This is an optimization exercise on Yosys and OpenROAD, whose aim is small area, a short achievable clock period and few clock cycles per item, not a production implementation.
RTL that was checked went through simulation tests only; none was proved equivalent to the original.
Only the layout flow was run in run 4; the RTL was not checked for function there.
Power figures rest on the tool's default switching activity, not on a simulated workload.

`flow/flow/run.sh`:
```
#!/bin/bash
# The standard layout (the standard.sh, unchanged synthesis), with the
# port buffers inserted as buf_1 cells instead of the resizer's default pick.
set -euo pipefail
bash standard.sh "BUFFER_PORTS_ARGS=-buffer_cell sky130_fd_sc_hd__buf_1"  finish > flow_make.log 2>&1
```
`flow/standard.sh`:
```
#!/bin/bash
# synth_recipe.tcl (not shown) runs the flow's synth.tcl, then flattens the netlist and writes it again
# the make line also repeats each setting of config.mk as NAME=value (left out here)
make -C /OpenROAD-flow-scripts/flow DESIGN_CONFIG=/design/flow/config.mk WORK_HOME=/design/flow/orfs CLKGATE_MAP_FILE= SYNTH_SCRIPT=/design/flow/synth_recipe.tcl "${@:-finish}"
```
`flow/config.mk`:
```
export PLATFORM = sky130hd
export DESIGN_NAME = horizontal_antialias_fir_core
export DESIGN_NICKNAME = horizontal_antialias_fir_core
export VERILOG_FILES = /design/flow/design.v
export SDC_FILE = /design/flow/constraint.sdc
export NUM_CORES = 4
export LEC_CHECK = 0
export CAP_MARGIN = 20
export CORE_MARGIN = 2
export CORE_UTILIZATION = 40
export CTS_BUF_LIST = sky130_fd_sc_hd__clkbuf_8
export CTS_CLUSTER_DIAMETER = 100
export CTS_CLUSTER_SIZE = 50
export SETUP_SLACK_MARGIN = 4.5
export SLEW_MARGIN = 20
export TNS_END_PERCENT = 10
```
`flow/constraint.sdc`:
```
create_clock -name core_clock -period 8.5 [get_ports {clk}]
set_input_delay 1.7000 -clock core_clock [delete_from_list [all_inputs] [get_ports {clk}]]
set_output_delay 1.7000 -clock core_clock [all_outputs]
set_load 0.01 [all_outputs]
```
`flow/design.v`:
```
package hafir_pkg;
  localparam int MAX_LINE_WIDTH = 4096;
  localparam int COL_W = 12;
  localparam int LW_W = 13;
  localparam int CH_W = 8;
  localparam int PIX_W = 24;
endpackage
module hafir_lane #(
  parameter int CPA = 1    
) (
  input  logic       k_pass,
  input  logic       k1,
  input  logic       k3,
  input  logic [7:0] a,
  input  logic [7:0] b,
  input  logic [7:0] c,
  input  logic [7:0] d,
  input  logic [7:0] e,
  output logic [7:0] filt
);
  logic [11:0] o1, o2, o3, p, q;
  logic [11:0] x1, y1, x2, y2, x3, y3;
  logic [11:0] sum;
  assign o1 = {3'd0, b, 1'b0};
  assign o2 = {3'd0, d, 1'b0};
  assign o3 = {3'd0, c, 1'b0};
  assign p  = k3 ? {4'd0, a} : {3'd0, c, 1'b0};
  assign q  = ({12{k1}} & {1'b0, c, 3'b000}) | ({12{k3}} & {4'd0, e});
  logic [11:0] h1, h2, h3;
  assign h1 = o1 ^ o2;
  assign x1 = h1 ^ o3;
  assign y1 = {(o1[10:0] & o2[10:0]) | (h1[10:0] & o3[10:0]), 1'b0};
  assign h2 = x1 ^ y1;
  assign x2 = h2 ^ p;
  assign y2 = {(x1[10:0] & y1[10:0]) | (h2[10:0] & p[10:0]), 1'b0};
  assign h3 = x2 ^ y2;
  assign x3 = h3 ^ q;
  assign y3 = {(x2[10:0] & y2[10:0]) | (h3[10:0] & q[10:0]), 1'b0};
  if (CPA == 0) begin : g_add
    assign sum = x3 + y3;
  end else if (CPA == 1) begin : g_skl
    logic [11:0] g [5];
    logic [11:0] t [5];
    always_comb begin
      g[0] = x3 & y3;
      t[0] = x3 ^ y3;
      for (int l = 0; l < 4; l++) begin
        for (int i = 0; i < 12; i++) begin
          if (((i >> l) & 1) == 1) begin
            g[l+1][i] = g[l][i] | (t[l][i] & g[l][((i >> l) << l) - 1]);
            t[l+1][i] = t[l][i] & t[l][((i >> l) << l) - 1];
          end else begin
            g[l+1][i] = g[l][i];
            t[l+1][i] = t[l][i];
          end
        end
      end
    end
    assign sum = t[0] ^ {g[4][10:0], 1'b0};
  end else begin : g_rc
    logic [12:0] cy;
    assign cy[0] = 1'b0;
    for (genvar i = 0; i < 12; i++) begin : g_bit
      assign sum[i]  = x3[i] ^ y3[i] ^ cy[i];
      assign cy[i+1] = (x3[i] & y3[i]) | (x3[i] & cy[i]) | (y3[i] & cy[i]);
    end
  end
  assign filt = k_pass ? c : (k1 ? sum[11:4] : sum[10:3]);
endmodule
module horizontal_antialias_fir_core (
  input  logic        clk,
  input  logic        rst_n,
  input  logic        in_valid,
  output logic        in_ready,
  input  logic [7:0]  red_in,
  input  logic [7:0]  green_in,
  input  logic [7:0]  blue_in,
  output logic        out_valid,
  input  logic        out_ready,
  output logic [7:0]  red_out,
  output logic [7:0]  green_out,
  output logic [7:0]  blue_out,
  output logic        line_end,
  input  logic        cfg_psel,
  input  logic        cfg_penable,
  input  logic        cfg_pwrite,
  input  logic [2:0]  cfg_paddr,
  input  logic [31:0] cfg_pwdata,
  output logic [31:0] cfg_prdata,
  output logic        cfg_pready
);
  logic [1:0]  filter_sel_r;
  logic [12:0] line_width_r;
  logic [11:0] col_r;
  logic [23:0] w0_r, w1_r, w2_r, w3_r;    
  logic        v2_r, v3_r;                
  logic        t2_r, t3_r;                
  logic        kp_r, k1_r, k3_r;          
  logic [24:0] o_r;                       
  logic        ov_r;
  logic [23:0] px;
  logic [23:0] filt;
  logic        wr_d_r;
  logic        o_free;
  logic        in_acc;
  logic        cfg_wr;
  logic [12:0] col_inc;
  logic        last;
  logic        use_filt;
  logic        emit;
  logic        shift;
  assign px = {red_in, green_in, blue_in};
  assign cfg_pready = 1'b1;
  assign cfg_wr     = cfg_psel && cfg_penable && cfg_pwrite;
  assign cfg_prdata = cfg_paddr[2] ? {19'd0, line_width_r} : {30'd0, filter_sel_r};
  always_ff @(posedge clk) begin
    if (!rst_n) begin
      filter_sel_r <= 2'd0;
      line_width_r <= 13'd640;
    end else if (cfg_wr) begin
      if (cfg_paddr[2]) line_width_r <= cfg_pwdata[12:0];
      else              filter_sel_r <= cfg_pwdata[1:0];
    end
  end
  assign col_inc  = {1'b0, col_r} + 13'd1;
  assign last     = col_inc[12] || (col_inc >= line_width_r);
  assign use_filt = in_acc ? (!last && (col_r >= 12'd3))
                           : ((col_r >= 12'd4) && ({1'b0, col_r} < line_width_r));
  always_ff @(posedge clk) begin
    if (!rst_n) begin
      wr_d_r <= 1'b0;
      kp_r   <= 1'b1;
      k1_r   <= 1'b0;
      k3_r   <= 1'b0;
    end else begin
      wr_d_r <= cfg_wr;
      kp_r   <= !use_filt || (filter_sel_r == 2'd0);
      k1_r   <= filter_sel_r == 2'd1;
      k3_r   <= filter_sel_r == 2'd3;
    end
  end
  assign o_free   = !ov_r || out_ready;
  assign in_ready = !wr_d_r && (!v2_r || o_free);
  assign in_acc   = in_valid && in_ready;
  assign emit     = o_free && v2_r && (in_acc || t2_r || (v3_r && t3_r));
  assign shift    = in_acc || ((!v3_r || t3_r) && (emit || (!v2_r && v3_r)));
  for (genvar l = 0; l < 3; l++) begin : g_lane
    hafir_lane u_lane (
      .k_pass     (kp_r),
      .k1         (k1_r),
      .k3         (k3_r),
      .a          (w0_r[l*8 +: 8]),
      .b          (w1_r[l*8 +: 8]),
      .c          (w2_r[l*8 +: 8]),
      .d          (w3_r[l*8 +: 8]),
      .e          (px[l*8 +: 8]),
      .filt       (filt[l*8 +: 8])
    );
  end
  always_ff @(posedge clk) begin
    if (!rst_n) begin
      v2_r  <= 1'b0;
      v3_r  <= 1'b0;
      col_r <= 12'd0;
    end else begin
      if (shift) begin
        v2_r <= v3_r;
        v3_r <= in_acc;
      end else if (emit) begin
        v2_r <= 1'b0;
      end
      if (in_acc) col_r <= last ? 12'd0 : col_inc[11:0];
    end
  end
  always_ff @(posedge clk) begin
    if (shift) begin
      w0_r <= w1_r;
      w1_r <= w2_r;
      w2_r <= w3_r;
      w3_r <= px;
      t2_r <= t3_r;
      t3_r <= last;
    end
  end
  always_ff @(posedge clk) begin
    if (!rst_n) ov_r <= 1'b0;
    else        ov_r <= emit || (ov_r && !out_ready);
  end
  always_ff @(posedge clk) begin
    if (o_free) o_r <= {filt, t2_r};
  end
  assign out_valid = ov_r;
  assign red_out   = o_r[24:17];
  assign green_out = o_r[16:9];
  assign blue_out  = o_r[8:1];
  assign line_end  = o_r[0];
endmodule
```
==> run summary, run 1 <==
STA
Timing would allow up to 250 MHz. The final period demand of the worst path is 4.00 ns. The final number of setup-violating endpoints is 0. Setup repair after global routing could not meet its margin everywhere. The hold violation total from the final report is 0. For the pin with the worst max-slew slack, the measured transition is 0.801 ns.

Headroom to the max-slew limit came out at 0.464. The post-route clock period utilization is 0.470. For the final routed database, the setup TNS stands at 0 ns. The clock skew is 0.0146 ns.

The number of max-slew violations in the final report is 0.

GRT
The leftover overflow at the end of global routing is 0. Entering global routing, the biggest net connects 64 pins. The first global-routing pass estimated 32900 um of wire.

The via count of the first global-routing pass came to 6457. In the global route stage, overall resource usage came out at 0.160. The initial antenna violation count is 1.

Final layout
Of the cells placed in the final design, the portion with a size suffix greater than 1 is 0.126. The synthesis-to-layout area growth is 15.7%. After filler insertion, the fill cell instance count of the layout stands at 2263. For this run, the share of the core covered by cells in the final layout is 0.470. The final standard cell area without fillers is 11400 um2. After the last flow step, the layout net total stands at 1175.

Pwr
The power share of the sequential group is 0.358. The leakage power is 4.60 nW. The internal portion of the total power is 1.68 mW. For this design the total switching power over the nets is 0.919 mW. The switching fraction of total power is 0.354. The clock network power share is 0.218. Dividing total power by cell area gives a power density of 228 nW/um2. The worst voltage drop across the vdd grid is 107 uV. Of the total power, combinational logic draws 0.424.

Clock network
After clock tree synthesis, the clock-pin slew on the worst setup and hold paths is 0.08 ns. The H-tree was split into 4 levels. The clock reaches the later pin of the worst-skew pair after 0.46 ns. TritonCTS built the clock tree. The number of hold buffers added after CTS is 0.

The total clock buffers created by CTS is 17. The root buffer cell is sky130_fd_sc_hd__clkbuf_8. No sink is reached through more buffers than the 2 on the longest clock path. The sink count of the clock tree is 157.

Floorplanning
126 I/O pins were placed. The area of the core region is 24200 um2. The die extent in y is 161 um. The die is 161 um wide. The initial utilization of the core area, before any placement, comes to 0.406. The standard-cell row count is 57.

The area of the die is 25900 um2.

Worst setup path
STA classifies the critical path endpoint as a flip-flop. The worst register-to-register path has a setup slack of 4.50 ns. Along the worst path, the maximum fanout reaches 5. For the worst setup path, the data required time is 8.71 ns. The kind of critical path is reg -> reg.

For the worst setup path, the data arrival time is 4.21 ns. The worst setup path is launched from a flip-flop.

Yosys
Of the synthesized area, sequential elements account for 0.444. The synthesized instance count is 866. The cell type with the highest aggregate area in the netlist is sky130_fd_sc_hd__edfxtp_1. The number of distinct library cell variants in the gate-level netlist after synthesis is 52. For this run, asynchronously set or reset flops after synthesis account for 0. The area of the mapped netlist is 9850 um2.

The number of synthesized register bits is 157. The count of warnings emitted by yosys is 4. The average instance in the mapped netlist occupies 11.4 um2. By count the netlist is led by sky130_fd_sc_hd__edfxtp_1 (123), sky130_fd_sc_hd__inv_1 (116), sky130_fd_sc_hd__fa_1 (75), sky130_fd_sc_hd__nand2_1 (70), sky130_fd_sc_hd__ha_1 (60).

The cell with the most instances after synthesis is sky130_fd_sc_hd__edfxtp_1. Yosys attributes the largest share of cell area to sky130_fd_sc_hd__edfxtp_1 (38%), sky130_fd_sc_hd__fa_1 (15%), sky130_fd_sc_hd__ha_1 (7.6%). In the synthesized netlist the dominant register cell turns out to be sky130_fd_sc_hd__edfxtp_1. The share of synthesized area in the top cell type comes to 0.375.

The number of enable-type register cells in the synthesized netlist is 123.

Drt
The detailed-route via count is 6417. The detail route stage leaves a number of antenna-violating nets equal to 0. The first detailed-routing pass ran for 4 iterations. The mean number of vias per cell is 4.89.

In the final routed layout, each cell accounts on average for 15.0 um. The DRC violations left is 0. After the first detailed-routing iteration, the DRC count stood at 317.

The detailed-route wire length is 19700 um.

Placement
After detailed placement, the total cell area comes to 10500 um2. The count of buffers inserted at the top-level ports is 84. The global placement routability congestion is 0.851. The half-perimeter wire length after detailed placement is 13900 um.

Flow run
The number of max-capacitance violations reported is 0.

Worst hold path
The path class of the tightest hold or removal check is reg -> reg.

Status
The flow ran to the end and the layout has no timing, DRC or antenna violations.
==> layer usage <==
| metal | part of all wire | vias to the layer above | track usage |
|---|---|---|---|
| met4 | 0.017 | 0 | 0.0479 |
| met3 | 0.026 | 24 | 0.0261 |
| met1 | 0.47 | 3150 | 0.217 |
| li1 | - | 3154 | - |
| met5 | 0 | - | 0 |
| met2 | 0.49 | 89 | 0.266 |
==> power by group through the flow <==
stage	Clock, mW	Sequential, mW	Combinational (mW)
6_report	0.567	0.931	1.10
5_1_grt	0.616	0.939	1.27
4_1_cts	0.584	0.932	1.05
3_5_place_dp	0	0.955	0.881
3_3_place_gp	0	0.953	0.867
2_1_floorplan	0	0.951	0.712
==> area by class of cell <==
cell class,count,area [um2],share of cell area
Antenna cell,1,2.50,0.000220
Clock buffer,20,275,0.0242
Clock inverter,12,119,0.0104
Inverter,119,447,0.0392
Multi-Input combinational cell,562,5170,0.454
Sequential cell,157,4380,0.384
Tap cell,324,405,0.0356
Timing Repair Buffer,117,588,0.0516
==> cell families after synthesis <==
group	after synthesis	share of synthesized area
AO/OA/AOI/OAI	142	0.0956
XOR/XNOR	22	0.0196
adder cells (fa/ha/maj)	135	0.229
buffers and inverters	165	0.0709
flip-flops	157	0.444
multiplexers	36	0.0376
other	2	0.000763
AND/OR/NAND/NOR	207	0.103
==> critical path, stage by stage, from the launching register on <==
cell and delay (ns):
sky130_fd_sc_hd__edfxtp_1 0.49, sky130_fd_sc_hd__fa_1 0.52, sky130_fd_sc_hd__fa_1 0.53, sky130_fd_sc_hd__fa_1 0.49, sky130_fd_sc_hd__ha_1 0.29, sky130_fd_sc_hd__nand4_1 0.22, sky130_fd_sc_hd__o21a_1 0.29, sky130_fd_sc_hd__fa_1 0.41
sky130_fd_sc_hd__xor2_2 0.16, sky130_fd_sc_hd__mux2i_1 0.09, sky130_fd_sc_hd__mux2_2 0.28
==> placed cells by master, fill, tap and decap left out, types with 5 or more instances in the layout <==
master and n:
sky130_fd_sc_hd__mux2_2 5, sky130_fd_sc_hd__buf_1 82, sky130_fd_sc_hd__nand3_1 12, sky130_fd_sc_hd__a22oi_1 18
sky130_fd_sc_hd__a21oi_2 6, sky130_fd_sc_hd__inv_1 115, sky130_fd_sc_hd__fa_1 72, sky130_fd_sc_hd__mux2i_1 28
sky130_fd_sc_hd__nor3_1 8, sky130_fd_sc_hd__o21ai_1 20, sky130_fd_sc_hd__nor2_1 39, sky130_fd_sc_hd__edfxtp_1 123
sky130_fd_sc_hd__xor2_1 11, sky130_fd_sc_hd__and3_1 9, sky130_fd_sc_hd__nor2b_1 8, sky130_fd_sc_hd__dfxtp_1 31
sky130_fd_sc_hd__nand4_1 8, sky130_fd_sc_hd__nand2_1 69, sky130_fd_sc_hd__buf_4 32, sky130_fd_sc_hd__o21ai_0 8
sky130_fd_sc_hd__a211oi_1 7, sky130_fd_sc_hd__and2_1 30, sky130_fd_sc_hd__ha_1 45, sky130_fd_sc_hd__a21oi_1 34
sky130_fd_sc_hd__a22o_1 9, sky130_fd_sc_hd__inv_2 5, sky130_fd_sc_hd__o21a_1 5, sky130_fd_sc_hd__clkbuf_8 20
sky130_fd_sc_hd__conb_1 20, sky130_fd_sc_hd__xnor2_1 8, sky130_fd_sc_hd__o211ai_1 7, sky130_fd_sc_hd__ha_4 15
==> final timing paths <==
check	from	endpoint	cells past startpoint
min reg2reg	w1_r[0]	w0_r[0]	0
min	w1_r[0]	w0_r[0]	0
max	w2_r[17]	o_r[18]	10
max reg2reg	w2_r[17]	o_r[18]	10
==> per-stage QoR <==
stage	hold slack [ns]	power, mW	instances	setup slack (ns)
final	0.453	2.60	1312	4.50
after global routing	0.475	2.83	1312	4.32
after CTS	0.455	2.56	1310	4.47
after detailed placement	0.437	1.84	1252	4.01
after global placement	0.432	1.82	1252	3.98
after floorplan	0.426	1.66	884	3.87
==> registers in the layout (all words and copies together) (netlist names), 2 cells and up <==
register	flops
w1_r	24
filter_sel_r	2
line_width_r	13
o_r	25
col_r	12
w0_r	24
w2_r	24
w3_r	24
==> what timing repair did <==
action | 4_1_cts | 5_1_grt
setup endpoints to repair | 31 | 20
setup buffers | 26 | 1
pin swaps | 27 | 8
gates cloned | 0 | 0
gates resized for setup | 34 | 16
Testbench counts, summed over its fixed seeds: cycles 27,321, items 27,129.
==> run 2: changes to the inputs <==
--- a/flow/config.mk
+++ b/flow/config.mk
@@ -13,4 +13,3 @@
 export CTS_CLUSTER_SIZE = 50
-export SETUP_SLACK_MARGIN = 4.5
+export SETUP_SLACK_MARGIN = 4.2
 export SLEW_MARGIN = 20
-export TNS_END_PERCENT = 10
==> run summary, run 2 <==
Floorplanning
The starting utilization of the core area is 0.406 (unchanged). The count of boundary I/O pins is 126 (unchanged). The standard-cell row count is 57 (unchanged). The die extent in y is 161 um (unchanged).

The area of the core region is 24200 um2 (unchanged). The floorplan die width came to 161 um (unchanged). The area of the die was 25900 um2 (unchanged).

Yosys
The area of the mapped netlist was 9850 um2 (unchanged). The share of async-settable or async-resettable flops after synthesis came to 0 (unchanged). The adder and majority gate portion of the synthesized area is 0.229 (unchanged).

The number of enable-type register cells in the synthesized netlist came to 123 (unchanged). The synthesized instance count is 866 (unchanged). Yosys instantiated no cell more often than sky130_fd_sc_hd__edfxtp_1. By area the synthesized netlist is led by sky130_fd_sc_hd__edfxtp_1 (38%), sky130_fd_sc_hd__fa_1 (15%), sky130_fd_sc_hd__ha_1 (7.6%).

The count of warnings emitted by yosys is 4 (unchanged). The share of the synthesized netlist area taken by xor and xnor gates is 0.0196 (unchanged). The number of distinct library cell variants in the gate-level netlist after synthesis is 52 (unchanged). The fraction of synthesized area in multiplexers was 0.0376 (unchanged). The area fraction in compound gates after synthesis is 0.0956 (unchanged). The register area share after synthesis is 0.444 (unchanged).

The main combinational cell family by area after synthesis is adder cells. For this run, the leading register cell type out of synthesis is sky130_fd_sc_hd__edfxtp_1. Sorting the synthesized cells by how often they occur yields sky130_fd_sc_hd__edfxtp_1 (123), sky130_fd_sc_hd__inv_1 (116), sky130_fd_sc_hd__fa_1 (75), sky130_fd_sc_hd__nand2_1 (70), sky130_fd_sc_hd__ha_1 (60). The share of the synthesized area in the top cell type was 0.375 (unchanged). The synthesized-area fraction occupied by and/or/nand/nor cells came to 0.103 (unchanged).

The synthesized design spends more area on one cell type than any other, namely sky130_fd_sc_hd__edfxtp_1. The post-synthesis area per instance came to 11.4 um2 (unchanged). The number of synthesized register bits is 157 (unchanged).

STA
Setup repair after global routing could not meet its margin everywhere. The peak clock frequency supported by timing came to 241 MHz (-3.5%). The final period demand of the worst path came to 4.14 ns (+0.146 ns). The post-route clock period utilization is 0.487 (+0.0172). The hold violation total from the final report is 0 (unchanged). The post-route setup TNS came to 0 ns (unchanged).

The final number of setup-violating endpoints came to 0 (unchanged). The slew at the pin closest to its max-slew limit is 0.810 ns (+0.00954 ns). The number of max-slew violations in the final report is 0 (unchanged).

The relative slew slack is 0.460 (-0.00439). The clock skew is 0.0141 ns (-0.000515 ns).

Drt
The residual antenna-violating net count after detailed routing is 0 (unchanged). The final routed wire length divided by cell count is 14.8 um (-1.4%). The number of DRC markers after the initial detailed-route iteration is 322 (+1.6%).

The mean number of vias per cell is 4.87 (-0.37%). The detailed-route via count is 6296 (-1.9%). The first-pass iteration count of the detailed router is 5 (+1).

The detailed-route wire length is 19100 um (-3.0%). The DRC violations left came to 0 (unchanged).

Flow run
The number of max-capacitance violations reported is 0 (unchanged).

Clock network
The TritonCTS clock tree is built. The number of levels the H-tree was split into came to 4 (unchanged). The total clock buffers created by CTS is 17 (unchanged).

The number of hold buffers added after CTS came to 0 (unchanged). The clock latency on the worst-skew pair was 0.46 ns (about the same). The deepest clock path buffer count was 2 (unchanged). The sink count of the clock tree is 157 (unchanged).

The clock slew seen by the registers of the worst setup and hold paths is 0.09 ns (about the same). In this run the clock root is driven by a sky130_fd_sc_hd__clkbuf_8.

Final layout
The net count reported at finish is 1155 (-1.7%). The area growth from synthesis to layout is 11.3%. The fraction of layout cells with a size suffix above 1 is 0.0734 (-0.0522). Counting flops per register, the top entry is o_r.

The final core utilization was 0.452 (-0.0178). The final standard cell area without fillers was 11000 um2 (-3.8%). The number of flip-flops under the largest register name is 25 (unchanged). The library cell used most frequently in the layout, excluding fill and tap cells, is sky130_fd_sc_hd__edfxtp_1.

The top cell types in the final layout, fill and taps aside, are sky130_fd_sc_hd__edfxtp_1 (123), sky130_fd_sc_hd__inv_1 (117), sky130_fd_sc_hd__buf_1 (83).

Worst setup path
The worst setup path is of the reg -> reg kind. The largest fanout of any net on the critical path is 5 (unchanged). The slowest library cell on the worst path is sky130_fd_sc_hd__fa_1. STA classifies the critical path endpoint as a flip-flop.

The number of buffers and inverters on the critical path was 2 (+2). The delay contributed by the slowest stage of the critical path is 0.54 ns (about the same). The data arrival time of the worst path is 4.33 ns (+0.12 ns). The worst endpoint required time was 8.69 ns (-0.02 ns). The startpoint class of the critical path is a flip-flop.

The kind of cell adding the most delay to the critical path is adder cells. Walking the worst path, the cells encountered are fa_1 > inv_1 > fa_1 > inv_1 > fa_1 > ha_1 > nand4_1 > nor3_2 > nor3_2 > fa_1 > nor2_1 > a211oi_1 > a21oi_1. In this design, the critical path's most frequently occurring cell is sky130_fd_sc_hd__fa_1.

GRT
The via count of the first global-routing pass was 6201 (-4.0%). The leftover overflow at the end of global routing came to 0 (unchanged). The met1 routing resource usage after global routing is 0.213 (-0.00337).

The global-route met3 utilization is 0.0261 (unchanged). The initial antenna violation count was 1 (unchanged). met2 is the most crowded layer. The pin count of the biggest net entering global routing was 64 (unchanged). The total routing usage reported by global routing is 0.154 (-0.00575). The met2 layer usage reported by global route is 0.250 (-0.0162). The global-route wire length before repair is 31700 um (-3.5%).

Placement
The half-perimeter wire length after detailed placement came to 13900 um (unchanged). The area of placed instances came to 10500 um2 (unchanged). The count of buffers inserted at the top-level ports is 84 (unchanged). The global placement routability congestion was 0.851 (unchanged).

Pwr
The worst voltage drop across the vdd grid came to 117 uV (+8.8%). The leakage power is 4.47 nW (-2.7%). The overall power after layout is 2.40 mW (-7.6%).

The power density over cell area is 219 nW/um2 (-4.0%).

Status
The run finished with no timing, DRC or antenna violations.

Worst hold path
The path class of the lowest-slack min-delay path is reg -> reg.
run 2: cell counts after synthesis:
Identical to the previous run, type by type.
run 2: metal layers:
| metal | routed length (um) | part of all wire |
|---|---|---|
| met3 | 525 | 0.028 |
| met4 | 315 | 0.017 |
| met2 | 9130 | 0.48 |
| met5 | 0 | 0 |
| met1 | 9110 | 0.48 |
run 2: final cells by class:
cell class | count | area, um2
fillers | 2331 | 13300
multi-input cells | 562 | 4910
flip-flops and latches | 157 | 4380
inverters | 119 | 447
repair buffers | 97 | 420
well taps | 324 | 405
clock buffers | 20 | 275
clock inverters | 12 | 119
diodes | 1 | 2.50
run 2: logic make-up (layout without fill, tap and decap cells):
kind of cell               Yosys count  count (layout)
muxes                               36              36
adders and majority gates          135             135
other                                2              21
buffers and inverters              165             248
and+or+nand+nor                    207             207
xor gates and xnor gates            22              22
DFF                                157             157
AOI/OAI and AO/OA                  142             142
run 2: path summary, 6_finish.rpt:
check | cells after the start | endpoint | start | slack [ns]
worst max-delay path | 13 | o_r[5] | w2_r[3] | 4.36
worst min-delay path | 0 | w0_r[0] | w1_r[0] | 0.45
worst max register to register | 13 | o_r[5] | w2_r[3] | 4.36
worst min register to register | 0 | w0_r[0] | w1_r[0] | 0.45
run 2: where the power goes:
part	leakage [nW]	total [mW]	switching, mW	internal [mW]
Clock	0.200	0.568	0.287	0.281
Combinational	2.77	0.899	0.518	0.381
Sequential	1.50	0.934	0.0377	0.897
run 2: stage by stage:
stage	cells	hold WS (ns)	setup WS, ns
global route	1292	0.475	4.16
floorplan	884	0.426	3.87
detailed placement	1252	0.437	4.01
global placement	1252	0.432	3.98
CTS	1284	0.455	4.22
finish	1292	0.453	4.36
run 2: what timing repair did:
action                     CTS  global route
pin swaps                    0             1
resized for setup            1            11
setup buffers                0             7
setup endpoints to repair    2            16
==> run 3: changes to the inputs <==
--- a/flow/config.mk
+++ b/flow/config.mk
@@ -13,2 +13,3 @@
 export CTS_CLUSTER_SIZE = 50
+export PLACE_DENSITY = 0.8
 export SETUP_SLACK_MARGIN = 4.2
==> run summary, run 3 <==
Status
The run finished with no timing, DRC or antenna violations.

Worst setup path
The kind of cell adding the most delay to the critical path is adder cells. The worst endpoint required time is 8.72 ns (+0.03 ns). The instance count on the critical path is 12 (-1). The data arrival time of the worst path came to 4.38 ns (+0.05 ns). The largest fanout of any net on the critical path is 3 (-2). The number of cells on the worst reg-to-reg path is 12 (-1). The number of buffers and inverters on the critical path is 2 (unchanged). The type of element capturing the critical path is a flip-flop.

The delay contributed by the slowest stage of the critical path is 0.58 ns (+0.04 ns). The slowest library cell on the worst path is sky130_fd_sc_hd__fa_1. The signal on the critical path passes through fa_1 > inv_1 > fa_1 > fa_1 > inv_1 > ha_4 > nand4_1 > o21a_1 > fa_1 > xor2_1 > mux2i_1 > mux2_2. The worst setup path is launched from a flip-flop.

Counting stages on the worst path, the most repeated cell is sky130_fd_sc_hd__fa_1. The setup path with the least slack is of type reg -> reg.

STA
The number of max-slew violations in the final report is 0 (unchanged). The final number of setup-violating endpoints is 0 (unchanged). The slew at the pin closest to its max-slew limit came to 0.916 ns (+0.106 ns). Setup repair after global routing could not meet its margin everywhere. The worst slack on hold paths is 0.455 ns (+0.00193 ns). The post-route setup TNS came to 0 ns (unchanged).

The final period demand of the worst path is 4.15 ns (+0.0105 ns). The hold violation total from the final report is 0 (unchanged). The relative slew slack is 0.389 (-0.0705). The clock skew is 0.0184 ns (+0.00429 ns). The post-route clock period utilization came to 0.488 (+0.00123). The peak clock frequency supported by timing is 241 MHz (-0.25%).

Placement
The area of placed instances was 10400 um2 (-0.15%). The number of cells in the design after placement is 1250 (-0.16%). The count of buffers inserted at the top-level ports is 84 (unchanged). The half-perimeter wire length after detailed placement is 14500 um (+4.3%). The global placement routability congestion came to 0.851 (about the same).

Pwr
The total internal power is 1.54 mW (-0.95%). The clock network power share came to 0.229 (-0.008). The power density over cell area is 222 nW/um2 (+1.1%). The power share of the sequential group is 0.381 (-0.008). The switching power is 0.909 mW (+7.9%). The switching fraction of total power was 0.371 (+0.0197).

The leakage power is 4.51 nW (+0.89%). The worst voltage drop across the vdd grid is 123 uV (+5.8%). The combinational group share of total power was 0.390 (+0.016).

Floorplanning
The count of boundary I/O pins is 126 (unchanged). The area of the core region came to 24200 um2 (unchanged). The die extent in y was 161 um (unchanged). The area of the die is 25900 um2 (unchanged). The floorplan die width is 161 um (unchanged). The starting utilization of the core area is 0.406 (unchanged).

The standard-cell row count came to 57 (unchanged).

Clock network
The number of levels the H-tree was split into is 4 (unchanged). The clock slew seen by the registers of the worst setup and hold paths is 0.09 ns (about the same). The number of hold buffers added after CTS was 0 (unchanged). The clock latency on the worst-skew pair was 0.47 ns (about the same).

The total clock buffers created by CTS is 17 (unchanged). The sink count of the clock tree is 157 (unchanged). The TritonCTS clock tree is built. The root buffer cell is sky130_fd_sc_hd__clkbuf_8. The deepest clock path buffer count is 2 (unchanged).

Yosys
The number of enable-type register cells in the synthesized netlist was 123 (unchanged). The most used flip-flop cell after synthesis is sky130_fd_sc_hd__edfxtp_1. The share of the synthesized area in the top cell type came to 0.375 (unchanged).

The area of the mapped netlist was 9850 um2 (unchanged). The post-synthesis area per instance is 11.4 um2 (unchanged). The number of synthesized register bits is 157 (unchanged). The cell type with the highest aggregate area in the netlist is sky130_fd_sc_hd__edfxtp_1. sky130_fd_sc_hd__edfxtp_1 is the most common cell in the netlist. The share of async-settable or async-resettable flops after synthesis was 0 (unchanged). By area the synthesized netlist is led by sky130_fd_sc_hd__edfxtp_1 (38%), sky130_fd_sc_hd__fa_1 (15%), sky130_fd_sc_hd__ha_1 (7.6%). The synthesized instance count is 866 (unchanged). The number of distinct library cell variants in the gate-level netlist after synthesis is 52 (unchanged).

The count of warnings emitted by yosys is 4 (unchanged). The register area share after synthesis is 0.444 (unchanged). The commonest cells after synthesis are sky130_fd_sc_hd__edfxtp_1 (123), sky130_fd_sc_hd__inv_1 (116), sky130_fd_sc_hd__fa_1 (75), sky130_fd_sc_hd__nand2_1 (70), sky130_fd_sc_hd__ha_1 (60).

GRT
The pin count of the biggest net entering global routing is 67 (+4.7%). The total routing usage reported by global routing is 0.160 (+0.00562). The via count of the first global-routing pass is 6637 (+7.0%). The global-route wire length before repair came to 32900 um (+3.7%).

The leftover overflow at the end of global routing is 0 (unchanged). The initial antenna violation count is 0 (-1).

Final layout
The final core utilization came to 0.457 (+0.00480). Relative to the synthesized area, the layout overhead comes to 12.5%. The number of inserted diodes was 0 (-1). The most common cell after layout, fill and taps aside is sky130_fd_sc_hd__edfxtp_1. The number of flip-flops under the largest register name came to 25 (unchanged).

The net count reported at finish came to 1165 (+0.87%). The fraction of layout cells with a size suffix above 1 is 0.0860 (+0.0126). The final standard cell count with taps included and fillers excluded is 1301 (+0.70%). The register with the most flip-flops in the final layout is o_r. In the layout the commonest cells are sky130_fd_sc_hd__edfxtp_1 (123), sky130_fd_sc_hd__inv_1 (115), sky130_fd_sc_hd__buf_1 (83). The final standard cell area without fillers came to 11100 um2 (+1.1%).

Drt
The DRC violations left is 0 (unchanged). The residual antenna-violating net count after detailed routing was 0 (unchanged). The detailed-route via count is 6629 (+5.3%).

The mean number of vias per cell is 5.10 (+4.6%). The detailed-route wire length is 20100 um (+5.2%). The final routed wire length divided by cell count came to 15.4 um (+4.4%). The number of DRC markers after the initial detailed-route iteration is 498 (+55%). The first-pass iteration count of the detailed router is 7 (+2).

Worst hold path
The tightest min-delay check is of the reg -> reg type. The depth of the worst hold-timing path is 0 (unchanged).

Flow run
The number of max-capacitance violations reported was 0 (unchanged).
==> run 3: power groups by stage <==
| stage | sequential (mW) | clock, mW | combinational, mW |
|---|---|---|---|
| after floorplan | 0.951 | 0 | 0.712 |
| after global placement | 0.953 | 0 | 0.845 |
| after detailed placement | 0.958 | 0 | 0.883 |
| after CTS | 0.940 | 0.574 | 0.897 |
| after global routing | 0.944 | 0.600 | 1.09 |
| final | 0.936 | 0.561 | 0.956 |
==> run 3: through the flow <==
stage          power (mW)  setup WS, ns
6_report             2.45          4.35
4_1_cts              2.41          4.21
2_1_floorplan        1.66          3.87
3_5_place_dp         1.84          3.91
5_1_grt              2.63          4.14
3_3_place_gp         1.80          3.97
==> run 3: kinds of logic (layout without fill, tap and decap cells) <==
family / after synthesis / in the layout / share of synthesized area
and+or+nand+nor: 207 / 207 / 0.103
DFF: 157 / 157 / 0.444
xor gates and xnor gates: 22 / 22 / 0.0196
muxes: 36 / 36 / 0.0376
other: 2 / 20 / 0.000763
AOI/OAI and AO/OA: 142 / 142 / 0.0956
buffers and inverters: 165 / 258 / 0.0709
adders and majority gates: 135 / 135 / 0.229
==> run 3: what timing repair did <==
| action | 4_1_cts | 5_1_grt |
|---|---|---|
| buffers inserted | 0 | 18 |
| setup endpoints to repair | 4 | 10 |
| resized for setup | 2 | 16 |
| pin swaps | 0 | 10 |
==> run 3: layer usage <==
metal	part of all wire	track usage	wire length, um
met3	0.061	0.0338	1230
met1	0.43	0.210	8680
met4	0.011	0.0422	225
met5	0	0	0
met2	0.49	0.270	9930
==> run 3: worst reg2reg max path: cells and delay by family (launching register included) <==
| family | cells | cell delay [ns] |
|---|---|---|
| flops | 1 | 0.44 |
| xor+xnor | 1 | 0.20 |
| compound gates | 1 | 0.26 |
| simple gates | 1 | 0.13 |
| buf+inv | 2 | 0.15 |
| mux | 2 | 0.42 |
| fa+ha+maj | 5 | 2.31 |
==> run 3: area by class of cell <==
cell class              instances  area (um2)
clock buffers                  17         234
clock inverters                15         159
fillers                      2195       13200
inverters                     119         447
multi-input cells             562        4950
flip-flops and latches        157        4380
well taps                     324         405
repair buffers                107         504
==> run 3: final timing paths <==
kind	from	slack, ns	endpoint
worst max-delay path	w3_r[2]	4.35	o_r[2]
worst min-delay path	w1_r[0]	0.46	w0_r[0]
worst min register to register	w1_r[0]	0.46	w0_r[0]
worst max register to register	w3_r[2]	4.35	o_r[2]
==> run 4: changes to the inputs <==
--- a/flow/design.v
+++ b/flow/design.v
@@ -8,3 +8,3 @@
 module hafir_lane #(
-  parameter int CPA = 1    
+  parameter int CPA = 0    
 ) (
--- a/flow/config.mk
+++ b/flow/config.mk
@@ -13,3 +13,2 @@
 export CTS_CLUSTER_SIZE = 50
-export PLACE_DENSITY = 0.8
 export SETUP_SLACK_MARGIN = 4.2
==> run summary, run 4 <==
Clock network
The sink count of the clock tree came to 157 (unchanged). The deepest clock path buffer count is 2 (unchanged). The number of hold buffers added after CTS is 0 (unchanged). The number of levels the H-tree was split into is 4 (unchanged). The TritonCTS clock tree is built. The clock slew seen by the registers of the worst setup and hold paths came to 0.10 ns (about the same). The root buffer cell is sky130_fd_sc_hd__clkbuf_8. The total clock buffers created by CTS was 17 (unchanged). The clock latency on the worst-skew pair came to 0.47 ns (about the same).

Worst hold path
The worst hold path belongs to the class reg -> reg. The depth of the worst hold-timing path came to 0 (unchanged). The capture endpoint of the worst hold path is w0_r[8]. The startpoint identified for the worst hold timing path is w1_r[8].

STA
The post-route clock period utilization is 0.493 (+0.00452). The final period demand of the worst path is 4.19 ns (+0.0384 ns). Setup repair after global routing could not meet its margin everywhere. The final number of setup-violating endpoints is 0 (unchanged). The peak clock frequency supported by timing was 239 MHz (-0.92%). The hold violation total from the final report is 0 (unchanged). The clock skew is 0.0185 ns (+0.0000912 ns). The post-route setup TNS came to 0 ns (unchanged).

The slew at the pin closest to its max-slew limit is 0.860 ns (-0.0559 ns). The relative slew slack came to 0.427 (+0.0373). The number of max-slew violations in the final report is 0 (unchanged).

Final layout
In the layout the commonest cells are sky130_fd_sc_hd__edfxtp_1 (123), sky130_fd_sc_hd__inv_1 (112), sky130_fd_sc_hd__nand2_1 (90). Leaving out fill and tap cells, the most frequent cell in the layout is sky130_fd_sc_hd__edfxtp_1. The synthesis-to-layout area growth is 10.8%. The count of filler cells inserted in the layout is 2390 (+8.9%). The number of inserted diodes is 0 (unchanged). The storage element area is 4380 um2 (about the same). The area taken by multi-input logic gates was 5150 um2 (+4.1%). The register bank with the most flops is o_r.

The net count reported at finish is 1199 (+2.9%). The number of flip-flops under the largest register name was 25 (unchanged). The final standard cell count with taps included and fillers excluded was 1347 (+3.5%). The fraction of layout cells with a size suffix above 1 is 0.0836 (-0.00240).

Placement
The count of buffers inserted at the top-level ports is 84 (unchanged). The number of cells in the design after placement was 1305 (+4.4%). The half-perimeter wire length after detailed placement was 14700 um (+1.5%).

The global placement routability congestion is 0.799 (-6.1%).

Yosys
The count of warnings emitted by yosys is 1 (-3). sky130_fd_sc_hd__edfxtp_1 takes more of the synthesized area than any other cell. The share of async-settable or async-resettable flops after synthesis was 0 (unchanged). The post-synthesis area per instance came to 11.0 um2 (-3.7%). The number of distinct library cell variants in the gate-level netlist after synthesis came to 73 (+40%). The area of the mapped netlist is 10100 um2 (+2.8%). The synthesized instance count is 924 (+6.7%). In the post-synthesis netlist, the cell with the most instances is sky130_fd_sc_hd__edfxtp_1. The number of synthesized register bits is 157 (unchanged). The share of the synthesized area in the top cell type came to 0.365 (-0.0101). The register area share after synthesis was 0.432 (-0.0119). After synthesis, the cell types taking the most area are sky130_fd_sc_hd__edfxtp_1 (37%), sky130_fd_sc_hd__fa_1 (14%), sky130_fd_sc_hd__ha_1 (7.4%). Among all flip-flop cells after synthesis, the most frequent one is sky130_fd_sc_hd__edfxtp_1. The number of enable-type register cells in the synthesized netlist came to 123 (unchanged).

By count the netlist is led by sky130_fd_sc_hd__edfxtp_1 (123), sky130_fd_sc_hd__inv_1 (112), sky130_fd_sc_hd__nand2_1 (90), sky130_fd_sc_hd__fa_1 (69), sky130_fd_sc_hd__ha_1 (60).

Worst setup path
The worst register-to-register path begins at w2_r[18]. The data arrival time of the worst path is 4.42 ns (+0.04 ns). The number of cells on the worst reg-to-reg path is 12 (unchanged). The largest fanout of any net on the critical path is 8 (+5). The kind of critical path is reg -> reg. The type of element capturing the critical path is a flip-flop. The first element of the critical path is w2_r[18]. The endpoint identified for the worst register-to-register timing path is o_r[20].

The worst setup path is launched from a flip-flop. The worst endpoint required time is 8.73 ns (about the same). The register-to-register path setup slack is 4.31 ns (-0.04 ns).

Drt
The DRC violations left is 0 (unchanged). The detailed-route wire length is 20600 um (+2.8%). The detailed-route via count is 6750 (+1.8%). The residual antenna-violating net count after detailed routing is 0 (unchanged). The mean number of vias per cell is 5.01 (-1.7%). The final routed wire length divided by cell count was 15.3 um (-0.74%). The number of DRC markers after the initial detailed-route iteration is 406 (-18%). The first-pass iteration count of the detailed router is 5 (-2).

Pwr
The switching power is 1.07 mW (+17%). The power density over cell area is 245 nW/um2 (+11%). The power share of the sequential group is 0.350 (-0.031). The total internal power is 1.68 mW (+8.9%). The switching fraction of total power came to 0.388 (+0.0171). The leakage power was 4.57 nW (+1.3%). The combinational group share of total power is 0.432 (+0.042). The clock network power share came to 0.218 (-0.011). The worst voltage drop across the vdd grid is 114 uV (-7.4%).

GRT
The pin count of the biggest net entering global routing came to 67 (unchanged). The via count of the first global-routing pass came to 6675 (+0.57%). The total routing usage reported by global routing is 0.160 (+0.000312). The global-route wire length before repair is 33700 um (+2.4%). The leftover overflow at the end of global routing is 0 (unchanged). The initial antenna violation count was 1 (+1).

Floorplanning
The standard-cell row count came to 58 (+1.8%). The floorplan die width is 163 um (+1.3%). The area of the core region is 25000 um2 (+3.3%). The starting utilization of the core area is 0.404 (-0.00194).

The count of boundary I/O pins was 126 (unchanged). The area of the die is 26600 um2 (+2.7%). The die extent in y is 163 um (+1.3%).

Flow run
The number of max-capacitance violations reported is 0 (unchanged).

Status
The flow ran to the end and the layout has no timing, DRC or antenna violations.
run 4: changes by cell type after synthesis, moves of 8 or more:
cell                      change
sky130_fd_sc_hd__nand2_1     +20
sky130_fd_sc_hd__o21ai_0     +32
sky130_fd_sc_hd__o21ai_1     -19
sky130_fd_sc_hd__a22o_1       -8
sky130_fd_sc_hd__a21o_1       +9
sky130_fd_sc_hd__nand3_1     +15
run 4: area by class of cell:
type                            count  area share
Tap cell                          330      0.0368
Sequential cell                   157       0.391
Multi-Input combinational cell    617       0.460
Clock buffer                       17      0.0209
Clock inverter                     15      0.0156
Timing Repair Buffer               99      0.0390
Inverter                          112      0.0375
run 4: power groups by stage:
stage	clock network (mW)	logic (mW)	registers [mW]
after floorplan	0	0.941	0.970
after global placement	0	1.14	0.978
after detailed placement	0	1.16	0.981
after CTS	0.617	1.17	0.964
after global routing	0.644	1.37	0.971
final	0.599	1.19	0.960
run 4: critical path, cell delays in order (launching register included):
cell and delay [ns]:
sky130_fd_sc_hd__edfxtp_1 0.51, sky130_fd_sc_hd__fa_1 0.54, sky130_fd_sc_hd__inv_1 0.06, sky130_fd_sc_hd__fa_1 0.50, sky130_fd_sc_hd__fa_1 0.55, sky130_fd_sc_hd__inv_1 0.04
sky130_fd_sc_hd__ha_1 0.34, sky130_fd_sc_hd__a21o_1 0.23, sky130_fd_sc_hd__a31o_2 0.26, sky130_fd_sc_hd__a21oi_4 0.26, sky130_fd_sc_hd__or2_2 0.16, sky130_fd_sc_hd__a31oi_1 0.07
sky130_fd_sc_hd__o41ai_1 0.45
run 4: logic make-up after synthesis:
kind of cell,share of synthesized area
and+or+nand+nor,0.120
AOI/OAI and AO/OA,0.118
buffers and inverters,0.0706
other,0.000742
muxes,0.0307
xor gates and xnor gates,0.0173
DFF,0.432
adders and majority gates,0.211
run 4: what timing repair did:
item                                    4_1_cts  5_1_grt
resized for setup                             5        6
endpoints found under the setup margin       16       14
buffers inserted                              0       10
pin swaps                                     0        2
endpoints found under the hold margin         0        0
run 4: metal layers:
| layer | global-route usage | vias up | wire length [um] |
|---|---|---|---|
| li1 | - | 3350 | - |
| met4 | 0.0378 | 2 | 158 |
| met5 | 0 | - | 12 |
| met1 | 0.216 | 3278 | 9540 |
| met3 | 0.0338 | 17 | 772 |
| met2 | 0.266 | 103 | 10100 |
run 4: metrics by stage:
stage	util	setup slack [ns]	power, mW	instance area (um2)	hold WS (ns)
detailed placement	0.426	3.81	2.14	10700	0.458
finish	0.448	4.31	2.75	11200	0.474
global route	0.448	4.15	2.98	11200	0.499
CTS	0.443	4.17	2.75	11100	0.477
global placement	0.426	3.88	2.12	10700	0.450
floorplan	-	4.29	1.91	10200	0.430
run 4: worst max-delay path by stage:
| stage | to | slack, ns |
|---|---|---|
| 6_report | o_r[20] | 4.31 |
| 5_1_grt | o_r[20] | 4.15 |
| 4_1_cts | o_r[20] | 4.17 |
| 3_5_place_dp | o_r[8] | 3.81 |
| 3_3_place_gp | o_r[8] | 3.88 |
| 2_1_floorplan | o_r[4] | 4.29 |
==> run 5: changes to the inputs <==
--- a/flow/design.v
+++ b/flow/design.v
@@ -8,3 +8,3 @@
 module hafir_lane #(
-  parameter int CPA = 0    
+  parameter int CPA = 1    
 ) (
--- a/flow/config.mk
+++ b/flow/config.mk
@@ -9,3 +9,3 @@
 export CORE_MARGIN = 2
-export CORE_UTILIZATION = 40
+export CORE_UTILIZATION = 50
 export CTS_BUF_LIST = sky130_fd_sc_hd__clkbuf_8
@@ -13,2 +13,3 @@
 export CTS_CLUSTER_SIZE = 50
+export PLACE_DENSITY = 0.75
 export SETUP_SLACK_MARGIN = 4.2
==> run summary, run 5 <==
Yosys
The share of the synthesized area in the top cell type is 0.375 (+0.0101). The number of enable-type register cells in the synthesized netlist is 123 (unchanged). The largest total area in the synthesized netlist belongs to sky130_fd_sc_hd__edfxtp_1.

The fraction of synthesized area in multiplexers is 0.0376 (+0.00694). The share of async-settable or async-resettable flops after synthesis is 0 (unchanged). The area of the mapped netlist is 9850 um2 (-2.7%). The synthesized instance count is 866 (-6.3%). By area the synthesized netlist is led by sky130_fd_sc_hd__edfxtp_1 (38%), sky130_fd_sc_hd__fa_1 (15%), sky130_fd_sc_hd__ha_1 (7.6%). The most used flip-flop cell after synthesis is sky130_fd_sc_hd__edfxtp_1. The commonest cells after synthesis are sky130_fd_sc_hd__edfxtp_1 (123), sky130_fd_sc_hd__inv_1 (116), sky130_fd_sc_hd__fa_1 (75), sky130_fd_sc_hd__nand2_1 (70), sky130_fd_sc_hd__ha_1 (60). The register area share after synthesis was 0.444 (+0.0119). The adder and majority gate portion of the synthesized area is 0.229 (+0.0180). The cell with the most instances after synthesis is sky130_fd_sc_hd__edfxtp_1. The share of the synthesized netlist area taken by xor and xnor gates came to 0.0196 (+0.00226).

The main combinational cell family by area after synthesis is adder cells. The count of warnings emitted by yosys came to 4 (+3). The post-synthesis area per instance is 11.4 um2 (+3.8%). The area fraction in compound gates after synthesis is 0.0956 (-0.0225).

The number of distinct library cell variants in the gate-level netlist after synthesis is 52 (-29%). The synthesized-area fraction occupied by and/or/nand/nor cells is 0.103 (-0.0169). The number of synthesized register bits was 157 (unchanged).

Worst setup path
The worst setup path is launched from a primary input. The worst setup path is captured at an output pin. The critical path goes through buf_2 > mux2_2 > buf_1.

The worst endpoint required time is 6.80 ns (-1.93 ns). The data arrival time of the worst path was 2.44 ns (-1.98 ns). The slowest library cell on the worst path is sky130_fd_sc_hd__mux2_2. The delay contributed by the slowest stage of the critical path was 0.38 ns (-0.17 ns). The kind of critical path is in -> out. The kind of cell adding the most delay to the critical path is multiplexers. The number of buffers and inverters on the critical path is 2 (unchanged). The largest fanout of any net on the critical path is 16 (+8).

Placement
The global placement routability congestion is 0.834 (+4.4%). The count of buffers inserted at the top-level ports is 84 (unchanged). The half-perimeter wire length after detailed placement was 13300 um (-9.5%).

Drt
The first-pass iteration count of the detailed router is 6 (+1). The detailed-route wire length was 18600 um (-9.7%). The DRC violations left is 0 (unchanged).

The mean number of vias per cell is 5.21 (+4.0%). The detailed-route via count came to 6481 (-4.0%). The number of DRC markers after the initial detailed-route iteration came to 355 (-13%). The residual antenna-violating net count after detailed routing is 0 (unchanged).

The final routed wire length divided by cell count was 15.0 um (-2.2%).

Worst hold path
The path class of the tightest hold or removal check is reg -> reg.

GRT
The leftover overflow at the end of global routing is 0 (unchanged). The pin count of the biggest net entering global routing is 67 (unchanged). The via count of the first global-routing pass was 6436 (-3.6%).

The global-route wire length before repair is 30400 um (-9.8%). The total routing usage reported by global routing is 0.186 (+0.0261). The initial antenna violation count came to 1 (unchanged).

Final layout
The count of filler cells inserted in the layout was 1632 (-32%). o_r holds more flip-flops than any other register. The area taken by multi-input logic gates is 4980 um2 (-3.4%). The storage element area is 4380 um2 (about the same).

Compared with the post-synthesis result, the final layout area differs by 12.6%. The library cells used most frequently in the layout, excluding fill and tap cells, are sky130_fd_sc_hd__edfxtp_1 (123), sky130_fd_sc_hd__inv_1 (116), sky130_fd_sc_hd__buf_1 (83). The fraction of layout cells with a size suffix above 1 was 0.0901 (+0.00649). The library cell used most frequently in the layout, excluding fill and tap cells, is sky130_fd_sc_hd__edfxtp_1. The net count reported at finish is 1165 (-2.8%).

The number of flip-flops under the largest register name is 25 (unchanged).

Pwr
The worst voltage drop across the vdd grid was 112 uV (-1.8%). The overall power after layout is 2.51 mW (-8.7%). The leakage power was 4.54 nW (-0.63%).

The power density over cell area is 226 nW/um2 (-7.7%).

Clock network
The deepest clock path buffer count is 2 (unchanged). The clock latency on the worst-skew pair is 0.46 ns (about the same). The total clock buffers created by CTS is 17 (unchanged). The number of hold buffers added after CTS is 0 (unchanged).

The root buffer cell chosen for the clock tree is sky130_fd_sc_hd__clkbuf_8. The clock slew seen by the registers of the worst setup and hold paths is 0.09 ns (about the same). The sink count of the clock tree is 157 (unchanged). The TritonCTS clock tree is built. The number of levels the H-tree was split into is 4 (unchanged).

STA
The hold violation total from the final report came to 0 (unchanged). The post-route setup TNS came to 0 ns (unchanged). The post-route clock period utilization is 0.487 (-0.00643). The slew at the pin closest to its max-slew limit came to 0.832 ns (-0.0280 ns). The final number of setup-violating endpoints came to 0 (unchanged). The number of max-slew violations in the final report is 0 (unchanged).

The relative slew slack is 0.445 (+0.0187). Setup repair after global routing left no endpoint under its margin. The clock skew is 0.0134 ns (-0.00506 ns). The worst slack on hold paths is 0.455 ns (-0.0194 ns). The final period demand of the worst path came to 4.14 ns (-0.0546 ns). The peak clock frequency supported by timing is 242 MHz (+1.3%).

Flow run
The number of max-capacitance violations reported is 0 (unchanged).

Status
The flow ran to the end and the layout has no timing, DRC or antenna violations.

Floorplanning
The starting utilization of the core area is 0.508 (+0.103). The count of boundary I/O pins is 126 (unchanged). The die extent in y is 144 um (-11%).

The area of the die is 20800 um2 (-22%). The area of the core region is 19400 um2 (-23%). The floorplan die width was 144 um (-11%). The standard-cell row count is 51 (-12%).
## run 5: cell count changes after synthesis, sizes merged, moves of 7 or more
cell / delta
a22o: +8
inv: +7
o21ai: -16
a21o: -9
nand2: -20
nand3: -15
## run 5: layout make-up
| cell class | count | share of cell area |
|---|---|---|
| antenna | 1 | 0.000226 |
| inverter | 119 | 0.0403 |
| clock buffer | 20 | 0.0248 |
| clock inverter | 12 | 0.0146 |
| multi-input combinational | 562 | 0.449 |
| tap | 265 | 0.0299 |
| timing repair buffer | 107 | 0.0465 |
| sequential | 157 | 0.395 |
## run 5: where the power goes
group | internal [mW] | switching (mW)
registers | 0.897 | 0.0360
logic | 0.416 | 0.554
clock network | 0.316 | 0.289
total | 1.63 | 0.879
## run 5: metal layers
layer,vias up,GRT usage,routed length (um)
met1,3169,0.250,8470
met4,0,0.0700,493
met2,134,0.303,8970
li1,3144,-,-
met5,-,0,0
met3,34,0.0358,685
## run 5: per-stage QoR
stage	cells	instance area [um2]	util	setup WS, ns
after floorplan	884	9940	-	3.87
after global placement	1192	10400	0.535	4.02
after detailed placement	1193	10400	0.536	4.01
after CTS	1225	10800	0.559	4.28
after global routing	1243	11100	0.572	4.17
final	1243	11100	0.572	4.36
## run 5: repair_timing
| action | CTS | global route |
|---|---|---|
| gates resized for setup | 1 | 18 |
| buffers inserted | 0 | 17 |
| pin swaps | 0 | 6 |
| endpoints found under the setup margin | 2 | 14 |
## run 5: cells by family (layout without fill, tap and decap cells)
family                   after synthesis  after routing
flip-flops                           157            157
buffers and inverters                165            258
XOR/XNOR                              22             22
adder cells (fa/ha/maj)              135            135
AND/OR/NAND/NOR                      207            207
AO/OA/AOI/OAI                        142            142
multiplexers                          36             36
other                                  2             21
## run 5: worst paths after layout
path	from	cells after the start	end	slack (ns)
worst min-delay path	w1_r[16]	0	w0_r[16]	0.45
worst max register to register	w2_r[3]	13	o_r[6]	4.38
worst min register to register	w1_r[16]	0	w0_r[16]	0.45
worst max-delay path	cfg_paddr[2]	3	cfg_prdata[1]	4.36
Testbench counts of run 5, summed over its fixed seeds: cycles 27,321, items 27,129.
==> run 6: changes to the inputs <==
==> flow/flow/run.sh (replaced) <==
#!/bin/bash
# The standard layout (the standard.sh, unchanged synthesis), with the
# port buffers inserted as buf_1 cells instead of the resizer's default pick.
set -euo pipefail
bash standard.sh "BUFFER_PORTS_ARGS=-buffer_cell sky130_fd_sc_hd__buf_1" REMOVE_ABC_BUFFERS=1 finish > flow_make.log 2>&1
--- a/flow/config.mk
+++ b/flow/config.mk
@@ -9,3 +9,3 @@
 export CORE_MARGIN = 2
-export CORE_UTILIZATION = 50
+export CORE_UTILIZATION = 40
 export CTS_BUF_LIST = sky130_fd_sc_hd__clkbuf_8
@@ -13,3 +13,2 @@
 export CTS_CLUSTER_SIZE = 50
-export PLACE_DENSITY = 0.75
 export SETUP_SLACK_MARGIN = 4.2
==> run summary, run 6 <==
Pwr
The power density over cell area is 224 nW/um2 (-1.1%). The worst voltage drop across the vdd grid is 112 uV (-0.52%). The leakage power is 4.54 nW (about the same). The overall power after layout is 2.50 mW (-0.16%).

STA
Setup repair after global routing could not meet its margin everywhere. The slew at the pin closest to its max-slew limit is 0.949 ns (+0.117 ns). The post-route setup TNS is 0 ns (unchanged). The hold violation total from the final report is 0 (unchanged). The peak clock frequency supported by timing was 241 MHz (-0.25%). The final period demand of the worst path was 4.15 ns (+0.0104 ns). The relative slew slack came to 0.368 (-0.0778).

The number of max-slew violations in the final report is 0 (unchanged). The clock skew is 0.0154 ns (+0.00195 ns). The worst slack on hold paths is 0.451 ns (-0.00339 ns). The post-route clock period utilization came to 0.488 (+0.00123). The final number of setup-violating endpoints is 0 (unchanged).

Final layout
The storage element area is 4380 um2 (about the same). The number of inserted diodes is 0 (-1). The number of flip-flops under the largest register name is 25 (unchanged).

The net count reported at finish came to 1165 (unchanged). The library cells used most frequently in the layout, excluding fill and tap cells, are sky130_fd_sc_hd__edfxtp_1 (123), sky130_fd_sc_hd__inv_1 (116), sky130_fd_sc_hd__buf_1 (83). The count of filler cells inserted in the layout is 2297 (+41%).

The final standard cell area without fillers is 11200 um2 (+0.90%). The library cell used most frequently in the layout, excluding fill and tap cells, is sky130_fd_sc_hd__edfxtp_1. The area taken by multi-input logic gates was 5060 um2 (+1.6%).

From synthesis to final layout, the design area changed by 13.6%. The fraction of layout cells with a size suffix above 1 was 0.102 (+0.0123). The register bank with the most flops is o_r.

Yosys
Yosys attributes the largest share of cell area to sky130_fd_sc_hd__edfxtp_1 (38%), sky130_fd_sc_hd__fa_1 (15%), sky130_fd_sc_hd__ha_1 (7.6%). For this run, the leading register cell type out of synthesis is sky130_fd_sc_hd__edfxtp_1. The synthesized instance count is 866 (unchanged). The share of the synthesized area in the top cell type came to 0.375 (unchanged). The number of distinct library cell variants in the gate-level netlist after synthesis is 52 (unchanged). The largest total area in the synthesized netlist belongs to sky130_fd_sc_hd__edfxtp_1.

The number of synthesized register bits is 157 (unchanged). The count of warnings emitted by yosys is 4 (unchanged). The post-synthesis area per instance is 11.4 um2 (unchanged).

The area of the mapped netlist was 9850 um2 (unchanged). The number of enable-type register cells in the synthesized netlist is 123 (unchanged). By instance count, the leading cell after synthesis is sky130_fd_sc_hd__edfxtp_1. The register area share after synthesis is 0.444 (unchanged). The share of async-settable or async-resettable flops after synthesis is 0 (unchanged).

Sorting the synthesized cells by how often they occur yields sky130_fd_sc_hd__edfxtp_1 (123), sky130_fd_sc_hd__inv_1 (116), sky130_fd_sc_hd__fa_1 (75), sky130_fd_sc_hd__nand2_1 (70), sky130_fd_sc_hd__ha_1 (60).

Clock network
The total clock buffers created by CTS is 17 (unchanged). The clock slew seen by the registers of the worst setup and hold paths came to 0.09 ns (about the same). The TritonCTS clock tree is built. The deepest clock path buffer count came to 2 (unchanged). The sink count of the clock tree is 157 (unchanged). The number of levels the H-tree was split into was 4 (unchanged). The number of hold buffers added after CTS is 0 (unchanged). The tree is rooted in a sky130_fd_sc_hd__clkbuf_8. The clock latency on the worst-skew pair is 0.46 ns (about the same).

GRT
The via count of the first global-routing pass came to 6403 (-0.51%). The total routing usage reported by global routing was 0.159 (-0.0276). The global-route wire length before repair is 32700 um (+7.7%).

The pin count of the biggest net entering global routing was 73 (+9.0%). The leftover overflow at the end of global routing is 0 (unchanged). The initial antenna violation count is 0 (-1).

Worst setup path
The startpoint class of the critical path is a flip-flop. The worst endpoint required time is 8.65 ns (+1.85 ns). The slowest library cell on the worst path is sky130_fd_sc_hd__fa_1. The number of buffers and inverters on the critical path is 2 (unchanged). The data arrival time of the worst path is 4.30 ns (+1.86 ns). Traced cell by cell, the critical path runs through fa_1 > inv_1 > fa_1 > fa_1 > inv_1 > ha_4 > nand4_1 > nor3_4 > nor3_2 > fa_2 > nor2_1 > a211oi_2 > a21oi_1. The worst setup path is captured at a flip-flop. Grouping stages by cell kind, the critical path spends the most delay in adder cells. The largest fanout of any net on the critical path is 4 (-12).

The most numerous cell on the critical path is sky130_fd_sc_hd__fa_1. The delay contributed by the slowest stage of the critical path is 0.56 ns (+0.18 ns). The kind of critical path is reg -> reg.

Floorplanning
The area of the core region is 24200 um2 (+25%). The floorplan die width is 161 um (+11%). The area of the die is 25900 um2 (+24%). The count of boundary I/O pins is 126 (unchanged). The standard-cell row count came to 57 (+12%). The starting utilization of the core area is 0.406 (-0.102). The die extent in y is 161 um (+11%).

Placement
The area of placed instances is 10500 um2 (+0.46%). The global placement routability congestion is 0.808 (-3.1%). The half-perimeter wire length after detailed placement is 14200 um (+6.6%). The count of buffers inserted at the top-level ports is 84 (unchanged).

Drt
The first-pass iteration count of the detailed router is 5 (-1). The detailed-route via count is 6429 (-0.80%). The residual antenna-violating net count after detailed routing is 0 (unchanged). The number of DRC markers after the initial detailed-route iteration was 368 (+3.7%). The DRC violations left is 0 (unchanged). The final routed wire length divided by cell count came to 15.1 um (+1.0%). The mean number of vias per cell is 4.94 (-5.2%). The detailed-route wire length was 19700 um (+5.8%).

Worst hold path
The path class of the tightest hold or removal check is reg -> reg.

Flow run
The number of max-capacitance violations reported is 0 (unchanged).

Status
The flow ran to the end and the layout has no timing, DRC or antenna violations.
==> run 6: cell type report <==
cell class              instances  area share
multi-input cells             562       0.452
flip-flops and latches        157       0.391
repair buffers                107      0.0451
inverters                     119      0.0399
well taps                     324      0.0362
clock buffers                  17      0.0209
clock inverters                15      0.0145
==> run 6: layer usage <==
layer / vias to the layer above / global-route usage / wire (um)
li1: 3142 / - / -
met1: 3136 / 0.226 / 9540
met2: 132 / 0.248 / 9140
met3: 19 / 0.0313 / 775
met4: 0 / 0.0463 / 229
met5: - / 0 / 0
==> run 6: worst reg2reg max path: stages (launching register included) <==
cell	delay, ns
sky130_fd_sc_hd__edfxtp_1	0.47
sky130_fd_sc_hd__fa_1	0.56
sky130_fd_sc_hd__inv_1	0.05
sky130_fd_sc_hd__fa_1	0.48
sky130_fd_sc_hd__fa_1	0.54
sky130_fd_sc_hd__inv_1	0.06
sky130_fd_sc_hd__ha_4	0.28
sky130_fd_sc_hd__nand4_1	0.19
sky130_fd_sc_hd__nor3_4	0.26
sky130_fd_sc_hd__nor3_2	0.06
sky130_fd_sc_hd__fa_2	0.53
sky130_fd_sc_hd__nor2_1	0.05
sky130_fd_sc_hd__a211oi_2	0.21
sky130_fd_sc_hd__a21oi_1	0.09
==> run 6: path summary, 6_finish.rpt <==
path / startpoint / end / slack, ns / cells past startpoint
min: w1_r[0] / w0_r[0] / 0.45 / 0
max: w3_r[13] / o_r[14] / 4.35 / 13
min reg2reg: w1_r[0] / w0_r[0] / 0.45 / 0
max reg2reg: w3_r[13] / o_r[14] / 4.35 / 13
==> run 6: timing repair <==
item                       4_1_cts  5_1_grt
pin swaps                        0       13
resized for setup                2       31
setup endpoints to repair        5       11
buffers inserted                 0       18
==> run 6: logic make-up (layout without fill, tap and decap cells) <==
group           count (synthesis)  count (layout)  share of synthesized area
simple gates                  207             207                      0.103
buf+inv                       165             258                     0.0709
flops                         157             157                      0.444
compound gates                142             142                     0.0956
fa+ha+maj                     135             135                      0.229
mux                            36              36                     0.0376
xor+xnor                       22              22                     0.0196
other cells                     2              20                   0.000763
==> run 6: stage by stage <==
| step | cells | worst slack, ns | utilization |
|---|---|---|---|
| floorplan | 838 | -1.29 | - |
| global placement | 1250 | 3.92 | 0.430 |
| detailed placement | 1251 | 3.92 | 0.431 |
| CTS | 1283 | 4.25 | 0.448 |
| global route | 1301 | 4.19 | 0.461 |
| finish | 1301 | 4.35 | 0.461 |
==> run 6: report_power, final <==
part           total (mW)  internal [mW]  leakage, nW  switching (mW)
combinational       0.999          0.440         2.84           0.559
sequential          0.935          0.897         1.50          0.0382
clock               0.569          0.266        0.194           0.303
==> run 7: changes to the inputs <==
==> flow/flow/run.sh (replaced) <==
#!/bin/bash
# The standard layout (the standard.sh, unchanged synthesis), with the
# port buffers inserted as buf_1 cells instead of the resizer's default pick,
# and power recovery (downsizing of non-critical cells) after global routing.
set -euo pipefail
bash standard.sh "BUFFER_PORTS_ARGS=-buffer_cell sky130_fd_sc_hd__buf_1" RECOVER_POWER=100 finish > flow_make.log 2>&1
--- a/flow/config.mk
+++ b/flow/config.mk
@@ -10,6 +10,3 @@
 export CORE_UTILIZATION = 40
-export CTS_BUF_LIST = sky130_fd_sc_hd__clkbuf_8
-export CTS_CLUSTER_DIAMETER = 100
-export CTS_CLUSTER_SIZE = 50
-export SETUP_SLACK_MARGIN = 4.2
+export SETUP_SLACK_MARGIN = 4.5
 export SLEW_MARGIN = 20
==> run summary, run 7 <==
Status
The flow ran to the end, but the layout failed its checks. A clean result was blocked by max-capacitance violations, max-slew violations.

STA
The hold violation total from the final report is 0 (unchanged). The peak clock frequency supported by timing was 206 MHz (-14%). Setup repair after global routing could not meet its margin everywhere. The worst slack on hold paths is 0.448 ns (-0.00296 ns). The number of max-slew violations in the final report is 66 (+66). The final number of setup-violating endpoints is 0 (unchanged). The post-route setup TNS was 0 ns (unchanged).

The final worst-path setup slack is 3.65 ns (-0.701 ns).

Final layout
The count of filler cells inserted in the layout was 2252 (-2.0%). The synthesis-to-layout area growth is 16.2%. The final standard cell area without fillers is 11400 um2 (+2.2%). The final standard cell count with taps included and fillers excluded is 1325 (+1.8%).

The fraction of layout cells with a size suffix above 1 came to 0.101 (-0.00135). The number of flip-flops under the largest register name was 25 (unchanged).

GRT
The total routing usage reported by global routing is 0.159 (about the same). The global-route wire length before repair is 32600 um (-0.31%). The initial antenna violation count is 1 (+1). The leftover overflow at the end of global routing came to 0 (unchanged).

Drt
The mean number of vias per cell was 4.93 (-0.16%). The routed metal-1 wirelength is 9500 um (-0.41%). The top layer used by detailed routing is met4.

The DRC violations left is 0 (unchanged). The final routed wire length divided by cell count is 15.4 um (+2.0%). The residual antenna-violating net count after detailed routing was 0 (unchanged).

Yosys
The area of the mapped netlist was 9850 um2 (unchanged). The synthesized instance count is 866 (unchanged). Ranked by instance count, the synthesized netlist is headed by sky130_fd_sc_hd__edfxtp_1 (123), sky130_fd_sc_hd__inv_1 (116), sky130_fd_sc_hd__fa_1 (75), sky130_fd_sc_hd__nand2_1 (70), sky130_fd_sc_hd__ha_1 (60). The register area share after synthesis came to 0.444 (unchanged). The cell with the most instances after synthesis is sky130_fd_sc_hd__edfxtp_1. The number of distinct library cell variants in the gate-level netlist after synthesis came to 52 (unchanged).

The number of synthesized register bits came to 157 (unchanged). The share of async-settable or async-resettable flops after synthesis is 0 (unchanged).

Clock network
The deepest clock path buffer count is 2 (unchanged). The root buffer cell is sky130_fd_sc_hd__clkbuf_16. The number of levels the H-tree was split into came to 4 (unchanged). The total clock buffers created by CTS is 17 (unchanged). The clock latency on the worst-skew pair is 0.43 ns (-0.03 ns). The clock slew seen by the registers of the worst setup and hold paths came to 0.06 ns (-0.03 ns).

Floorplanning
The count of boundary I/O pins is 126 (unchanged). The area of the core region was 24200 um2 (unchanged). The floorplan die width is 161 um (unchanged).

Flow run
The number of max-capacitance violations reported came to 2 (+2).

Worst setup path
The worst setup path is launched from a primary input.

Pwr
The worst voltage drop across the vdd grid was 152 uV (+36%). The leakage power was 4.63 nW (+2.1%).

Placement
The count of buffers inserted at the top-level ports came to 84 (unchanged). The post-placement worst setup slack is 4.04 ns (+0.119 ns).
## run 7: routing by layer
layer / vias to the layer above / track usage
li1: 3195 / -
met1: 3211 / 0.216
met2: 104 / 0.258
met3: 27 / 0.0243
met4: 0 / 0.0601
met5: - / 0
## run 7: area by class of cell
| type | count | area [um2] | area share |
|---|---|---|---|
| Clock inverter | 10 | 88.8 | 0.00777 |
| Tap cell | 324 | 405 | 0.0354 |
| Clock buffer | 22 | 448 | 0.0392 |
| Sequential cell | 157 | 4380 | 0.383 |
| Multi-Input combinational cell | 562 | 5020 | 0.439 |
| Antenna cell | 1 | 2.50 | 0.000219 |
| Timing Repair Buffer | 130 | 649 | 0.0568 |
| Inverter | 119 | 447 | 0.0391 |
## run 7: final timing paths
path | to | start | slack (ns) | cells after the start
worst min-delay path | w2_r[0] | w3_r[0] | 0.45 | 0
worst min register to register | w2_r[0] | w3_r[0] | 0.45 | 0
worst max-delay path | w1_r[7] | out_ready | 3.65 | 7
worst max register to register | o_r[7] | w1_r[2] | 4.34 | 16
## run 7: power by group
part           internal (mW)  switching [mW]
combinational          0.495           0.589
sequential             0.898          0.0337
clock                  0.406           0.308
total                   1.80           0.931
## run 7: what timing repair did
item	CTS	global route
setup endpoints to repair	31	21
cloned	0	2
resized for setup	28	28
pin swaps	18	22
hold buffers	0	0
buffers inserted	24	15
## run 7: kinds of logic (layout without fill, tap and decap cells)
group	Yosys count	after routing	share of synthesized area
simple gates	207	207	0.103
buf+inv	165	281	0.0709
flops	157	157	0.444
compound gates	142	142	0.0956
fa+ha+maj	135	135	0.229
mux	36	36	0.0376
xor+xnor	22	22	0.0196
other cells	2	21	0.000763
## run 7: worst max-delay path, stage by stage
cell	delay [ns]
sky130_fd_sc_hd__buf_1	0.07
sky130_fd_sc_hd__nor2b_1	0.08
sky130_fd_sc_hd__a21oi_1	0.22
sky130_fd_sc_hd__nand2_1	0.20
sky130_fd_sc_hd__o311ai_0	0.15
sky130_fd_sc_hd__clkbuf_1	1.58
sky130_fd_sc_hd__buf_4	0.82

Re-timed with assumed drivers on the ports (clkbuf_16 on the clock, buf_2 on other inputs), run 7 has 3.679 ns of setup slack against 3.653 ns with ideal ports, and 3.206 ns once port delays also move by the mid clock arrival of 0.473 ns.
